This is an optimization exercise on Yosys and OpenROAD, whose aim is small area, not a production implementation.
Only simulation tests tie the RTL to the original design; equivalence was not proved.
Power is estimated from default activity; no workload was simulated. The flow treats the clock pin as an ideal source, which a real chip does not have.

wip/raven:
// adc_capture_top
module adc_capture_top #(
  parameter int EXTRA_REG = 1   
) (
  input  logic         adc_clk,
  input  logic         dcm_reset,
  input  logic [31:0]  adc_in,
  input  logic         adc_sync,
  input  logic         adc_overrange,
  output logic [133:0] out_frame,
  output logic         out_valid,
  input  logic         out_ready,
  output logic         overflow   
);
Settings: LEC_CHECK=0, CAP_MARGIN=20, CORE_MARGIN=2, CORE_UTILIZATION=65, GPL_TIMING_DRIVEN=0, SLEW_MARGIN=20; clock period 5.0 ns.
standard.sh (not shown) runs the stock make flow with config.mk's settings and CLKGATE_MAP_FILE= SYNTH_SCRIPT=/design/flow/synth_recipe.tcl, a recipe that flattens the netlist after the stock synthesis.
==> flow/flow/run.sh <==
#!/bin/bash
# Own flow: the standard layout (standard.sh) with three changes.
#  1. Synthesis runs synth_recipe.tcl unchanged but with an area-oriented
#     ABC mapping script (flow/abc_area_map.script) in place of ORFS's
#     abc_speed.script; registers, their names and cell types are as in the
#     standard synthesis, only the combinational mapping differs.
#  2. Ports are buffered with sky130_fd_sc_hd__buf_1.
#  3. The clock tree uses larger sink clusters and no dummy loads.
# Each step writes its full output to its own log in the work folder.
set -o pipefail
mkdir -p scripts_area
for f in "$FLOW_HOME"/scripts/*; do ln -sf "$f" scripts_area/; done
rm -f scripts_area/abc_speed.script
cp flow/abc_area_map.script scripts_area/abc_speed.script
bash standard.sh SCRIPTS_DIR=$PWD/scripts_area synth > synth.log 2>&1 || exit 1
export BUFFER_PORTS_ARGS="-buffer_cell sky130_fd_sc_hd__buf_1"
export CTS_ARGS="-sink_clustering_enable -repair_clock_nets -dont_use_dummy_load -sink_clustering_size 20 -sink_clustering_max_diameter 60 -buf_list sky130_fd_sc_hd__clkbuf_8"
bash standard.sh floorplan > floorplan.log 2>&1 || exit 1
bash standard.sh place > place.log 2>&1 || exit 1
bash standard.sh cts > cts.log 2>&1 || exit 1
bash standard.sh route > route.log 2>&1 || exit 1
bash standard.sh finish > finish.log 2>&1 || exit 1
==> flow/flow/abc_area_map.script <==
strash
&get -n
&fraig -x
&put
scorr
dc2
strash
&get -n
&dch -f
&nf
&put
Input changes introduced in wip/ember (baseline for comparison: wip/raven):
- GPL_TIMING_DRIVEN no longer set, was 0
==> flow/flow/run.sh <==
#!/bin/bash
# own flow: the standard layout (standard.sh) with small port buffers
# and a clock tree built from larger sink clusters without dummy loads.
# Each step writes its full output to its own log in the work folder.
set -o pipefail
export BUFFER_PORTS_ARGS="-buffer_cell sky130_fd_sc_hd__buf_1"
export RECOVER_POWER=100
export CTS_ARGS="-sink_clustering_enable -repair_clock_nets -dont_use_dummy_load -sink_clustering_size 20 -sink_clustering_max_diameter 60 -buf_list sky130_fd_sc_hd__clkbuf_8"
bash standard.sh synth > synth.log 2>&1 || exit 1
bash standard.sh floorplan > floorplan.log 2>&1 || exit 1
bash standard.sh place > place.log 2>&1 || exit 1
bash standard.sh cts > cts.log 2>&1 || exit 1
bash standard.sh route > route.log 2>&1 || exit 1
bash standard.sh finish > finish.log 2>&1 || exit 1
removed: flow/flow/abc_area_map.script
==> summary.txt <==
- wip/ember had finished all stages when the layout checks came back failing, citing max-capacitance violations, max-slew violations.
- Worst setup slack on wip/ember is down relative to wip/raven.
- Density: wip/ember sparser than wip/raven
- wip/ember against wip/raven: global-route usage went up 1.0 points, clock latency reported for the late side of the worst-skew pair went down 20 ps, worst relative slew slack went down 140 points.
Changes in wip/onyx relative to wip/ember:
- swapping 65 for 70 in CORE_UTILIZATION
--- a/flow/flow/run.sh
+++ b/flow/flow/run.sh
@@ -5,6 +5,5 @@
 set -o pipefail
 export BUFFER_PORTS_ARGS="-buffer_cell sky130_fd_sc_hd__buf_1"
-export RECOVER_POWER=100
-export CTS_ARGS="-sink_clustering_enable -repair_clock_nets -dont_use_dummy_load -sink_clustering_size 20 -sink_clustering_max_diameter 60 -buf_list sky130_fd_sc_hd__clkbuf_8"
+export CTS_ARGS="-sink_clustering_enable -repair_clock_nets -dont_use_dummy_load -sink_clustering_size 30 -sink_clustering_max_diameter 100"
 bash standard.sh synth > synth.log 2>&1 || exit 1
 bash standard.sh floorplan > floorplan.log 2>&1 || exit 1
==> comparison <==
wip/onyx: flow completed, timing, DRC and antenna clean. Final standard cell area without fillers on wip/onyx is up relative to wip/ember. [compare] base=wip/ember new=wip/onyx: sequential element share of the synthesized area held; count of clock-buffer cells in the layout went down by 36%; multi-input gate count ~0 delta; combinational power held. The worst reg-to-reg setup slack of wip/onyx exceeds that of wip/ember by 1430 ps. Between wip/onyx and wip/ember, it is wip/onyx whose number of maximum-capacitance violations is lower, by 11. [compare] base=wip/ember new=wip/onyx: proportion of total power due to net switching went down 0.72 points; die area went down 0.0047 mm^2. The higher power came out of wip/onyx. Relative to wip/ember, final weighted congestion in routability-driven placement has increased by 0.014 in wip/onyx.
## Diff of input files: wip/pepper against wip/onyx
- CAP_MARGIN: 20 -> 0
- GPL_TIMING_DRIVEN: unset -> 0
- SLEW_MARGIN: 20 -> 0
- CORE_UTILIZATION: 70 -> 65
## What came out
- Summary of wip/pepper over wip/onyx: met1 routing resource usage after global routing rose 2.5 points, critical path depth increased by 2 relative to the old numbers, switching portion of total power grew by 0.40 points.
- Going from wip/onyx to wip/pepper, reported leakage power up about 1.3%; average vias per placed instance down 2.6%.
- wip/onyx -> wip/pepper: routed metal-1 wire length increased by more than 10%
- First-pass GRT wire length sits higher in wip/pepper than in wip/onyx.
--- input diff wip/pepper..wip/zinc ---
- SLEW_MARGIN: 0 -> 20
- CORE_UTILIZATION: 65 -> 70
- CAP_MARGIN: 0 -> 20
- GPL_TIMING_DRIVEN: 0 -> unset
--- a/flow/flow/run.sh
+++ b/flow/flow/run.sh
@@ -5,4 +5,5 @@
 set -o pipefail
 export BUFFER_PORTS_ARGS="-buffer_cell sky130_fd_sc_hd__buf_1"
+export RECOVER_POWER=100
 export CTS_ARGS="-sink_clustering_enable -repair_clock_nets -dont_use_dummy_load -sink_clustering_size 30 -sink_clustering_max_diameter 100"
 bash standard.sh synth > synth.log 2>&1 || exit 1
### Flow results
No crash in wip/zinc: every stage finished, but the layout fails its final checks due to max-capacitance violations, max-slew violations.
[compare] base=wip/pepper new=wip/zinc: first-pass GRT wire length shows a reduction of about 9%; number of setup violations in the final report shows no meaningful change; clock network fraction of design power shows a reduction of 0.3 points; overall via count from detail_route shows a reduction of 2.9%; final net count shows a reduction of 98.
Die area, wip/zinc and wip/pepper, lower one = wip/zinc.
| share of the clock period used by the worst path after layout | wip/pepper vs wip/zinc | ≈ equal |
Re final cell utilization of the core: wip/zinc and wip/pepper aren't equal, and the higher value belongs to wip/zinc.
On internal power, wip/zinc and wip/pepper are neck and neck.
Compared wip/zinc against wip/pepper; hold slack within noise.

-- separate check: timing with driven ports --
In the flow no input, the clock included, has a driving cell. The finished layouts below were timed again as built, in two steps.
Step 1: set_driving_cell puts a clkbuf_16 on adc_clk and a buf_2 on each other input, an assumption about the parent block.
Step 2, shift: input delay + t, output delay - t, t = (earliest + latest rising clock arrival at the registers) / 2. This alone moves slack from input paths to output paths.
Slacks: ideal / step 1 / step 2; pairs: ideal / step 1.
run	t (ns)	slack for setup (ns)	worst setup path at the end	clock arrival spread, ns	pins driven straight from the clock port
wip/raven	0.736	1.215 / 1.155 / 1.006	input to register	0.042 / 0.042	1
wip/ember	0.717	0.667 / 0.606 / 0.228	input to register	0.070 / 0.070	1
wip/onyx	0.662	1.247 / 1.181 / 1.652	input to register	0.084 / 0.083	1
wip/pepper	0.662	0.781 / 0.718 / 1.380	register to output	0.078 / 0.079	1
wip/zinc	0.663	0.781 / 0.714 / 0.244	input to register	0.081 / 0.081	1
The setup slack of wip/zinc, which loses most, moves by -0.067 ns with the drivers and by -0.537 ns with both steps.
